Context: an optimization exercise on an open-source flow, tuned for small area, a short achievable clock period and few clock cycles per item. The choices shown serve that exercise and are no tape-out recipe.
Where RTL was checked, it was by simulation tests only, not by an equivalence proof against the original.
No driver is modelled on the clock port, so clocking that relies on it looks cheaper here than on a real chip.
Power and IR drop assume default switching activity.

Design mac_operand_scatter, start of the top module:
module mac_operand_scatter
#(
   parameter int N_TAPS   = 16,
   parameter int TREE_LAT = 5
) (
   input  logic                      clk,
   input  logic                      reset,
   input  conv_pkg::data_t                     in_data,
   input  logic                      in_valid,
   output logic                      in_ready,
   input  logic                      flush,
   input  logic                      w_we,
   input  logic [$clog2(N_TAPS)-1:0] w_addr,
   input  conv_pkg::data_t                     w_data,
   output logic                      w_err,
   output conv_pkg::data_t [conv_pkg::LANES-1:0]         lane_a,
   output conv_pkg::data_t [conv_pkg::LANES-1:0]         lane_b,
   output logic                      mac_en,
   output logic                      mac_clear,
   output logic                      sum_capture
);
clock: 5.0 ns
lec_check: 0
cap_margin: 0
core_margin: 2
core_utilization: 70
cts_cluster_diameter: 60
cts_cluster_size: 30
place_density: 0.8
setup_slack_margin: 2.9
slew_margin: 0
synth_hierarchical: 1
synth_minimum_keep_size: 0
standard.sh (not shown) runs the stock make flow with config.mk's settings and CLKGATE_MAP_FILE= SYNTH_SCRIPT=/design/flow/synth_recipe.tcl, a recipe that flattens the netlist after the stock synthesis.
==> flow/flow/run.sh <==
#!/bin/bash
# The standard layout with two changes:
# - the port buffers are made of the smallest buffer cell instead of the one
#   ORFS picks by default;
# - after clock tree synthesis the tree's root buffer is removed, so the clock
#   port drives the tree's first level (two buffers) directly; timing is then
#   repaired (post_cts.tcl) instead of before the removal.
set -euo pipefail
export BUFFER_PORTS_ARGS="-buffer_cell sky130_fd_sc_hd__buf_1"
export SKIP_CTS_REPAIR_TIMING=1
export POST_CTS_TCL="$PWD/flow/post_cts.tcl"
bash standard.sh > standard_flow.log 2>&1
==> flow/flow/post_cts.tcl <==
proc remove_clock_root {} {
  set block [ord::get_db_block]
  set clk [$block findNet clk]
  set root ""
  foreach it [$clk getITerms] { if {[$it isInputSignal]} { set root [$it getInst] } }
  if {$root eq ""} { puts "remove_clock_root: no root buffer"; return }
  set rootout ""
  foreach it [$root getITerms] { if {[$it isOutputSignal]} { set rootout [$it getNet] } }
  set loads {}
  foreach it [$rootout getITerms] { if {[$it isInputSignal]} { lappend loads $it } }
  if {[llength $loads] + [llength [$clk getITerms]] - 1 > 4} {
    puts "remove_clock_root: root buffer drives [llength $loads] pins, kept"
    return
  }
  foreach it $loads { $it disconnect; $it connect $clk }
  puts "remove_clock_root: removed [$root getName], moved [llength $loads] loads to clk"
  odb::dbInst_destroy $root
  odb::dbNet_destroy $rootout
}

remove_clock_root
estimate_parasitics -placement
report_clock_latency
repair_timing_helper
detailed_placement
check_placement -verbose
estimate_parasitics -placement
report_worst_slack
Testbench counts at the start, summed over its fixed seeds: cycles 4,272, items 2,048.
==> next run, changes <==
CAP_MARGIN = 20   (was 0)
SETUP_SLACK_MARGIN = 3.0   (was 2.9)
SLEW_MARGIN = 20   (was 0)
TNS_END_PERCENT = 0   (was unset)
=> The new run completed without violations; utilization rose by 0.90 points; setup slack gets better by 0.0043 ns; register-to-register slack gets better by 0.03 ns; routed wire length fell by 0.54%; via count rose by 0.45%; global-route usage barely changes; cell area rose by 1.1%; die area stays the same; total power rose by 2.1%; cell count rose by 0.55%; fmax is about the same.

mac_operand_scatter again, from the RTL that the note above started with.
export LEC_CHECK = 0
export CAP_MARGIN = 20
export CORE_MARGIN = 2
export CORE_UTILIZATION = 70
export CTS_CLUSTER_DIAMETER = 60
export CTS_CLUSTER_SIZE = 30
export PLACE_DENSITY = 0.8
export SETUP_SLACK_MARGIN = 2.7
export SLEW_MARGIN = 20
export SYNTH_HIERARCHICAL = 1
export SYNTH_MINIMUM_KEEP_SIZE = 0
create_clock -name core_clock -period 5.0 [get_ports {clk}]
==> flow/flow/run.sh <==
#!/bin/bash
# The standard layout, with the port buffers made of the smallest buffer
# cell instead of the one ORFS picks by default.
set -euo pipefail
export BUFFER_PORTS_ARGS="-buffer_cell sky130_fd_sc_hd__buf_1"
bash standard.sh > standard_flow.log 2>&1
Testbench counts at the start, summed over its fixed seeds: cycles 4,272, items 2,048.
==> next run, changes <==
CORE_UTILIZATION = 40   (was 70)
PLACE_DENSITY = default   (was 0.8)
SETUP_SLACK_MARGIN = 3.0   (was 2.7)
Result: Synthesized cell count does not change. Non-clock buffer count went up by 211. Hold slack is worse by 0.0033 ns.
==> next run, changes <==
==> flow/flow/run.sh (replaced) <==
#!/bin/bash
# The standard layout with two changes:
# - the port buffers are made of the smallest buffer cell instead of the one
#   ORFS picks by default;
# - after clock tree synthesis the tree's root buffer is removed, so the clock
#   port drives the tree's first level (two buffers) directly; timing is then
#   repaired (post_cts.tcl) instead of before the removal.
set -euo pipefail
export BUFFER_PORTS_ARGS="-buffer_cell sky130_fd_sc_hd__buf_1"
export SKIP_CTS_REPAIR_TIMING=1
export POST_CTS_TCL="$PWD/flow/post_cts.tcl"
bash standard.sh > standard_flow.log 2>&1
==> flow/flow/post_cts.tcl (new file) <==
proc remove_clock_root {} {
  set block [ord::get_db_block]
  set clk [$block findNet clk]
  set root ""
  foreach it [$clk getITerms] { if {[$it isInputSignal]} { set root [$it getInst] } }
  if {$root eq ""} { puts "remove_clock_root: no root buffer"; return }
  set rootout ""
  foreach it [$root getITerms] { if {[$it isOutputSignal]} { set rootout [$it getNet] } }
  set loads {}
  foreach it [$rootout getITerms] { if {[$it isInputSignal]} { lappend loads $it } }
  if {[llength $loads] + [llength [$clk getITerms]] - 1 > 4} {
    puts "remove_clock_root: root buffer drives [llength $loads] pins, kept"
    return
  }
  foreach it $loads { $it disconnect; $it connect $clk }
  puts "remove_clock_root: removed [$root getName], moved [llength $loads] loads to clk"
  odb::dbInst_destroy $root
  odb::dbNet_destroy $rootout
}

remove_clock_root
estimate_parasitics -placement
report_clock_latency
repair_timing_helper
detailed_placement
check_placement -verbose
estimate_parasitics -placement
report_worst_slack
CORE_UTILIZATION = 70   (was 40)
PLACE_DENSITY = 0.8   (was default)
SETUP_SLACK_MARGIN = 2.9   (was 3.0)
Result: The changed run went through all stages and came out clean. Total power drops by 19%. Worst setup slack improved by 0.020 ns. Hold slack improved by 0.0099 ns. Die area drops by 42%. Cell area drops by 23%. Global-route usage climbs by 10 points.
==> next run, changes <==
==> flow/flow/run.sh (replaced) <==
#!/bin/bash
# The standard layout, with the port buffers made of the smallest buffer
# cell instead of the one ORFS picks by default.
set -euo pipefail
export BUFFER_PORTS_ARGS="-buffer_cell sky130_fd_sc_hd__buf_1"
bash standard.sh > standard_flow.log 2>&1
CTS_CLUSTER_DIAMETER = default   (was 60)
CTS_CLUSTER_SIZE = default   (was 30)
SETUP_SLACK_MARGIN = 2.8   (was 2.9)
removed: flow/flow/post_cts.tcl
Outcome:
- The changed run completed without violations
- non-clock buffer count increases by 3
- design area is higher by a few percent
- wire length increases by a few percent
- worst setup slack loses 0.10 ns
- power came out higher by about a fifth
- core utilization increases by 3.8 points
- worst hold slack loses 0.0084 ns
- sequential share of layout area drops by 2.8 points
- clock skew hardly moves
- die area stays the same
- fmax is lower by a few percent
==> next run, changes <==
CORE_UTILIZATION = 40   (was 70)
CTS_CLUSTER_DIAMETER = 60   (was default)
CTS_CLUSTER_SIZE = 30   (was default)
PLACE_DENSITY = default   (was 0.8)
SETUP_SLACK_MARGIN = 3.2   (was 2.8)
Outcome: Worst setup slack improves by 0.058 ns; total power rose by 1.0%; via count rose by 9.4%; utilization fell by 22 points.
==> next run, changes <==
CORE_UTILIZATION = 70   (was 40)
PLACE_DENSITY = 0.8   (was default)
SETUP_SLACK_MARGIN = 2.8   (was 3.2)
Result:
- global-route usage grows by 8.9 points
- final area falls by a quarter to a third
- register-to-register slack degrades by 0.30 ns
- power drops by about a fifth
- final cell count came out lower by about a fifth
- clock-buffer cell count drops by 10

== before ==
The RTL this note starts from:
==> flow/design.v <==
package conv_pkg;
   localparam int DATA_W = 14;
   localparam int ACC_W  = 28;
   localparam int LANES  = 8;
   typedef logic signed [DATA_W-1:0] data_t;
endpackage
module sel_cell (
   input  logic            sel_n,
   input  logic            keep_n,
   input  conv_pkg::data_t nw,
   input  conv_pkg::data_t old,
   output conv_pkg::data_t y
);
   assign y = ~(({conv_pkg::DATA_W{sel_n}} | nw) & ({conv_pkg::DATA_W{keep_n}} | old));
endmodule
module mac_operand_scatter
#(
   parameter int N_TAPS   = 16,
   parameter int TREE_LAT = 5
) (
   input  logic                      clk,
   input  logic                      reset,
   input  conv_pkg::data_t                     in_data,
   input  logic                      in_valid,
   output logic                      in_ready,
   input  logic                      flush,
   input  logic                      w_we,
   input  logic [$clog2(N_TAPS)-1:0] w_addr,
   input  conv_pkg::data_t                     w_data,
   output logic                      w_err,
   output conv_pkg::data_t [conv_pkg::LANES-1:0]         lane_a,
   output conv_pkg::data_t [conv_pkg::LANES-1:0]         lane_b,
   output logic                      mac_en,
   output logic                      mac_clear,
   output logic                      sum_capture
);
   localparam int L = conv_pkg::LANES;
   logic              r_ph;           
   logic              r_rdy;          
   logic              r_en;           
   logic              r_rst1;         
   logic [3:0]        r_cnt;          
   logic [TREE_LAT+2:0] r_pipe;       
   conv_pkg::data_t   r_a [L];        
   conv_pkg::data_t   r_b [L];        
   conv_pkg::data_t   r_wa [L];       
   conv_pkg::data_t   r_wb [L];       
   logic              w_full;
   logic              w_shift;
   logic              w_sel_n, w_keep_n;
   logic              w_accept;
   logic              w_form;
   logic              w_wr;
   conv_pkg::data_t   w_dn;
   assign w_full   = (r_cnt == 4'd15);
   assign in_ready = r_rdy;
   assign w_shift  = in_valid & r_rdy;
   assign w_sel_n  = ~w_shift;
   assign w_keep_n = w_shift;
   assign w_accept = w_shift & ~flush & ~reset;
   assign w_form   = w_accept & w_full;
   assign w_wr     = w_we & ~(r_pipe[0] & w_addr[3]);
   assign w_dn     = ~w_data;
   for (genvar gi = 0; gi < L; gi++) begin : g_bank
      conv_pkg::data_t w_sa, w_sb, w_na, w_nb;
      if (gi < L - 1) begin : g_mid
         assign w_sa = r_b[gi+1];
         assign w_sb = r_a[gi+1];
      end else begin : g_top
         assign w_sa = r_ph ? ~r_a[0] : ~in_data;
         assign w_sb = r_ph ? in_data : ~r_b[0];
      end
      sel_cell u_na (.sel_n(w_sel_n), .keep_n(w_keep_n), .nw(w_sa), .old(r_b[gi]), .y(w_na));
      sel_cell u_nb (.sel_n(w_sel_n), .keep_n(w_keep_n), .nw(w_sb), .old(r_a[gi]), .y(w_nb));
      logic w_hit, w_hit_a, w_hit_b;
      logic w_sel_a_n, w_keep_a_n, w_sel_b_n, w_keep_b_n;
      conv_pkg::data_t w_wna, w_wnb;
      assign w_hit      = w_wr && w_addr[2:0] == 3'(gi);
      assign w_hit_a    = w_hit & (w_addr[3] != r_ph);
      assign w_hit_b    = w_hit & (w_addr[3] == r_ph);
      assign w_sel_a_n  = ~w_hit_a | reset;
      assign w_keep_a_n = w_hit_a | reset | r_rst1;
      assign w_sel_b_n  = ~w_hit_b;
      assign w_keep_b_n = w_hit_b;
      sel_cell u_wna (.sel_n(w_sel_a_n), .keep_n(w_keep_a_n), .nw(w_dn), .old(r_wb[gi]), .y(w_wna));
      sel_cell u_wnb (.sel_n(w_sel_b_n), .keep_n(w_keep_b_n), .nw(w_data), .old(r_wa[gi]), .y(w_wnb));
      always_ff @(posedge clk) begin
         r_a[gi]  <= w_na;
         r_b[gi]  <= w_nb;
         r_wa[gi] <= w_wna;
         r_wb[gi] <= w_wnb;
      end
      assign lane_a[gi] = r_a[gi];
      assign lane_b[gi] = r_wa[gi];
   end
   always_ff @(posedge clk) r_rst1 <= reset;
   always_ff @(posedge clk) begin
      if (reset) begin
         r_ph   <= 1'b0;
         r_rdy  <= 1'b1;
         r_en   <= 1'b0;
         r_cnt  <= '0;
         r_pipe <= '0;
         w_err  <= 1'b0;
      end else begin
         r_ph  <= ~r_ph;
         r_rdy <= flush | ~r_ph | ~(w_full | (w_accept & r_cnt == 4'd14));
         r_en  <= ~flush & (w_form | r_pipe[0]);
         if (flush)                   r_cnt <= '0;
         else if (w_accept & ~w_full) r_cnt <= r_cnt + 1'b1;
         if (flush) r_pipe <= '0;
         else       r_pipe <= {r_pipe[TREE_LAT+1:0], w_form};
         w_err <= w_we & ~w_wr;
      end
   end
   assign mac_en      = r_en;
   assign mac_clear   = r_pipe[0];
   assign sum_capture = r_pipe[TREE_LAT+2];
endmodule
clock: 5.0 ns
lec_check: 0
cap_margin: 20
core_margin: 2
core_utilization: 70
place_density: 0.8
setup_slack_margin: 2.95
slew_margin: 20
synth_hierarchical: 1
synth_minimum_keep_size: 0
==> flow/flow/run.sh <==
#!/bin/bash
# The standard layout with these changes:
# - the port buffers are made of the smallest buffer cell instead of the one
#   ORFS picks by default;
# - clock tree synthesis makes clusters of at most 20 registers, each driven
#   by a clkbuf_8;
set -euo pipefail
export BUFFER_PORTS_ARGS="-buffer_cell sky130_fd_sc_hd__buf_1"
export CTS_ARGS="-sink_clustering_enable -repair_clock_nets -sink_clustering_size 20 -sink_clustering_max_diameter 40 -sink_clustering_buffer sky130_fd_sc_hd__clkbuf_8"
export SKIP_CTS_REPAIR_TIMING=1
export POST_CTS_TCL="$PWD/flow/post_cts.tcl"
bash standard.sh > standard_flow.log 2>&1
==> flow/flow/post_cts.tcl <==
proc remove_clock_root {} {
  set block [ord::get_db_block]
  set clk [$block findNet clk]
  set root ""
  foreach it [$clk getITerms] { if {[$it isInputSignal]} { set root [$it getInst] } }
  if {$root eq ""} { puts "remove_clock_root: no root buffer"; return }
  set rootout ""
  foreach it [$root getITerms] { if {[$it isOutputSignal]} { set rootout [$it getNet] } }
  set loads {}
  foreach it [$rootout getITerms] { if {[$it isInputSignal]} { lappend loads $it } }
  if {[llength $loads] + [llength [$clk getITerms]] - 1 > 4} {
    puts "remove_clock_root: root buffer drives [llength $loads] pins, kept"
    return
  }
  foreach it $loads { $it disconnect; $it connect $clk }
  puts "remove_clock_root: removed [$root getName], moved [llength $loads] loads to clk"
  odb::dbInst_destroy $root
  odb::dbNet_destroy $rootout
}

remove_clock_root
estimate_parasitics -placement
report_clock_latency
repair_timing_helper
detailed_placement
check_placement -verbose
estimate_parasitics -placement
report_worst_slack
The final layout from before, which completed every stage, passed the timing, DRC and antenna checks at the end of the flow.
### before -> after
Settings: SETUP_SLACK_MARGIN changed from 2.95 to 2.9; CTS_CLUSTER_DIAMETER newly set to 60; CTS_CLUSTER_SIZE newly set to 30.
==> flow/flow/run.sh <==
#!/bin/bash
# The standard layout with two changes:
# - the port buffers are made of the smallest buffer cell instead of the one
#   ORFS picks by default;
# - after clock tree synthesis the tree's root buffer is removed, so the clock
#   port drives the tree's first level (two buffers) directly; timing is then
#   repaired (post_cts.tcl) instead of before the removal.
set -euo pipefail
export BUFFER_PORTS_ARGS="-buffer_cell sky130_fd_sc_hd__buf_1"
export SKIP_CTS_REPAIR_TIMING=1
export POST_CTS_TCL="$PWD/flow/post_cts.tcl"
bash standard.sh > standard_flow.log 2>&1
[summary]
after vs before — routability congestion estimate from global placement rose 3.7%.
Diff before -> after: register area stayed essentially flat; total design power fell by 4.8%; final worst-path setup slack moved up.
Worst hold slack of after is on par with before.
When the final numbers for before and after were put side by side, the number of buffers other than clock buffers in the final layout turned out to be greater in before.
The capturing instance or port of the critical path comes out r_wb[5][8]$_DFF_P_ in one run and r_wa[3][4]$_DFF_P_ in the other, namely in after and before respectively.
Cmp before and after / clock share of power / lower: after
Note that the wire length recorded for before amounts to 1.11 times the value seen in after.
The multi-input combinational cell count was comparable across before and after.
after: first-pass GRT wire length is 1.6 mm lower than what before reported.
before reports its launching instance or port of the critical path as w_addr[0] while after reports w_addr[3].
before vs after, slowest cell on the critical path: nor2_1 vs a21o_2
No run of this note included a check of the RTL's function; only the layout flow was run.

RTL: one of the versions met above, not the one the previous note started from.
Size in the first run: roughly 1100 cells after synthesis, roughly 460 flip-flops, about 270 I/O pins, roughly 0.014 mm2 of cells after synthesis.
clock: 5.0 ns
lec_check: 0
cap_margin: 20
core_margin: 2
core_utilization: 70
place_density: 0.8
setup_slack_margin: 2.95
slew_margin: 20
synth_hierarchical: 1
synth_minimum_keep_size: 0
==> flow/flow/run.sh <==
#!/bin/bash
# The standard layout with these changes:
# - the port buffers are made of the smallest buffer cell instead of the one
#   ORFS picks by default;
# - clock tree synthesis makes clusters of at most 20 registers, each driven
#   by a clkbuf_8;
set -euo pipefail
export BUFFER_PORTS_ARGS="-buffer_cell sky130_fd_sc_hd__buf_1"
export CTS_ARGS="-sink_clustering_enable -repair_clock_nets -sink_clustering_size 20 -sink_clustering_max_diameter 40 -sink_clustering_buffer sky130_fd_sc_hd__clkbuf_8"
export SKIP_CTS_REPAIR_TIMING=1
export POST_CTS_TCL="$PWD/flow/post_cts.tcl"
bash standard.sh > standard_flow.log 2>&1
Scripts as last shown in full above: flow/flow/post_cts.tcl
The starting point went through all stages and came out clean.
Testbench counts at the start, summed over its fixed seeds: cycles 4,272, items 2,048.
Then changed:
==> flow/flow/run.sh (replaced) <==
#!/bin/bash
# The standard layout, with the port buffers made of the smallest buffer
# cell instead of the one ORFS picks by default.
set -euo pipefail
export BUFFER_PORTS_ARGS="-buffer_cell sky130_fd_sc_hd__buf_1"
bash standard.sh > standard_flow.log 2>&1
--- a/flow/config.mk
+++ b/flow/config.mk
@@ -8,7 +8,5 @@
 export CAP_MARGIN = 20
 export CORE_MARGIN = 2
-export CORE_UTILIZATION = 70
-export PLACE_DENSITY = 0.8
-export SETUP_SLACK_MARGIN = 2.95
+export CORE_UTILIZATION = 40
 export SLEW_MARGIN = 20
 export SYNTH_HIERARCHICAL = 1
removed: flow/flow/post_cts.tcl
- The new run ran to the end with no violations
- via count came out lower by a few percent
- cell count grows by roughly a tenth
- global-route usage goes down by 13 points
- clock-buffer cell count went up by 16
- worst hold slack improves by 0.0037 ns
- sequential cell count stays the same
- area after synthesis is unchanged
- setup slack is worse by 0.79 ns
Then changed:
--- a/flow/config.mk
+++ b/flow/config.mk
@@ -9,4 +9,7 @@
 export CORE_MARGIN = 2
 export CORE_UTILIZATION = 40
+export CTS_CLUSTER_DIAMETER = 60
+export CTS_CLUSTER_SIZE = 30
+export SETUP_SLACK_MARGIN = 2.9
 export SLEW_MARGIN = 20
 export SYNTH_HIERARCHICAL = 1
Result:
- The changed run passed the timing, DRC and antenna checks
- die area is unchanged
- worst setup slack gets better by 0.82 ns
- wire length climbs by a few percent
- via count climbs by a few percent
Then changed:
==> flow/flow/run.sh (replaced) <==
#!/bin/bash
# The standard layout with these changes:
# - the port buffers are made of the smallest buffer cell instead of the one
#   ORFS picks by default;
# - clock tree synthesis makes clusters of at most 20 registers, each driven
#   by a clkbuf_8;
set -euo pipefail
export BUFFER_PORTS_ARGS="-buffer_cell sky130_fd_sc_hd__buf_1"
export CTS_ARGS="-sink_clustering_enable -repair_clock_nets -sink_clustering_size 20 -sink_clustering_max_diameter 40 -sink_clustering_buffer sky130_fd_sc_hd__clkbuf_8"
export SKIP_CTS_REPAIR_TIMING=1
export POST_CTS_TCL="$PWD/flow/post_cts.tcl"
bash standard.sh > standard_flow.log 2>&1
==> flow/flow/post_cts.tcl (new file) <==
proc remove_clock_root {} {
  set block [ord::get_db_block]
  set clk [$block findNet clk]
  set root ""
  foreach it [$clk getITerms] { if {[$it isInputSignal]} { set root [$it getInst] } }
  if {$root eq ""} { puts "remove_clock_root: no root buffer"; return }
  set rootout ""
  foreach it [$root getITerms] { if {[$it isOutputSignal]} { set rootout [$it getNet] } }
  set loads {}
  foreach it [$rootout getITerms] { if {[$it isInputSignal]} { lappend loads $it } }
  if {[llength $loads] + [llength [$clk getITerms]] - 1 > 4} {
    puts "remove_clock_root: root buffer drives [llength $loads] pins, kept"
    return
  }
  foreach it $loads { $it disconnect; $it connect $clk }
  puts "remove_clock_root: removed [$root getName], moved [llength $loads] loads to clk"
  odb::dbInst_destroy $root
  odb::dbNet_destroy $rootout
}

remove_clock_root
estimate_parasitics -placement
report_clock_latency
repair_timing_helper
detailed_placement
check_placement -verbose
estimate_parasitics -placement
report_worst_slack
--- a/flow/config.mk
+++ b/flow/config.mk
@@ -8,8 +8,7 @@
 export CAP_MARGIN = 20
 export CORE_MARGIN = 2
-export CORE_UTILIZATION = 40
-export CTS_CLUSTER_DIAMETER = 60
-export CTS_CLUSTER_SIZE = 30
-export SETUP_SLACK_MARGIN = 2.9
+export CORE_UTILIZATION = 70
+export PLACE_DENSITY = 0.8
+export SETUP_SLACK_MARGIN = 3.05
 export SLEW_MARGIN = 20
 export SYNTH_HIERARCHICAL = 1
After rerunning: Via count grows by 5.2%. Combinational power decreases by 19%. Total power went down by 7.9%. Global-route usage goes up by 13 points. Cell area decreases by 5.0%. Register-to-register slack is better by 0.08 ns. Clock power is lower by 16%. Hold slack is better by 0.0077 ns. Synthesized area does not change.

separate check: timing with driven ports:
In the flow no input, the clock included, has a driving cell. The finished layouts below were timed again as built, in two steps.
Step 1: set_driving_cell puts a clkbuf_16 on clk and a buf_2 on each other input, an assumption about the parent block.
Step 2 also shifts input and output timing later by t, the mid clock arrival at the registers, as if the neighbouring blocks saw the same clock.
Slacks: no drivers / after step 1 / after step 2; pairs: no drivers / after step 1.
run | t (ns) | setup WS [ns] | hold slack, ns | worst setup path at the end | worst register clock-pin slew, ns
the first run of note 1 | 0.466 | 2.926 / 2.876 / 2.501 | 0.410 / 0.410 / 0.410 | input to register | 0.11 / 0.11
the second run of note 1 | 0.469 | 2.930 / 2.869 / 2.505 | 0.403 / 0.403 / 0.403 | input to register | 0.11 / 0.11
the first run of note 2 | 0.581 | 2.727 / 2.747 / 2.166 | 0.403 / 0.403 / 0.403 | input to register | 0.11 / 0.11
the second run of note 2 | 0.627 | 2.906 / 2.854 / 2.427 | 0.400 / 0.400 / 0.400 | input to register | 0.11 / 0.11
the third run of note 2 | 0.466 | 2.926 / 2.876 / 2.501 | 0.410 / 0.410 / 0.410 | input to register | 0.11 / 0.11
the fourth run of note 2 | 0.566 | 2.824 / 2.785 / 2.281 | 0.401 / 0.401 / 0.401 | input to register | 0.07 / 0.07
the fifth run of note 2 | 0.631 | 2.882 / 2.829 / 2.536 | 0.399 / 0.399 / 0.399 | input to register | 0.11 / 0.11
the sixth run of note 2 | 0.580 | 2.835 / 2.787 / 2.302 | 0.404 / 0.404 / 0.404 | input to register | 0.11 / 0.11
before | 0.432 | 2.784 / 2.815 / 2.392 | 0.415 / 0.415 / 0.415 | input to register | 0.11 / 0.11
after | 0.465 | 2.896 / 2.870 / 2.464 | 0.415 / 0.415 / 0.415 | input to register | 0.11 / 0.11
the first run of note 4 | 0.423 | 2.876 / 2.907 / 2.499 | 0.402 / 0.402 / 0.402 | input to register | 0.11 / 0.11
the second run of note 4 | 0.585 | 2.087 / 2.087 / 2.020 | 0.406 / 0.406 / 0.406 | input to register | 0.07 / 0.07
the third run of note 4 | 0.631 | 2.906 / 2.857 / 2.337 | 0.403 / 0.403 / 0.403 | input to register | 0.11 / 0.11
the fourth run of note 4 | 0.432 | 2.857 / 2.913 / 2.485 | 0.411 / 0.411 / 0.411 | input to register | 0.12 / 0.12
After both steps every run listed still meets setup and hold. The setup slack of the third run of note 4, which loses most, moves by -0.049 ns with the drivers and by -0.569 ns with both steps.
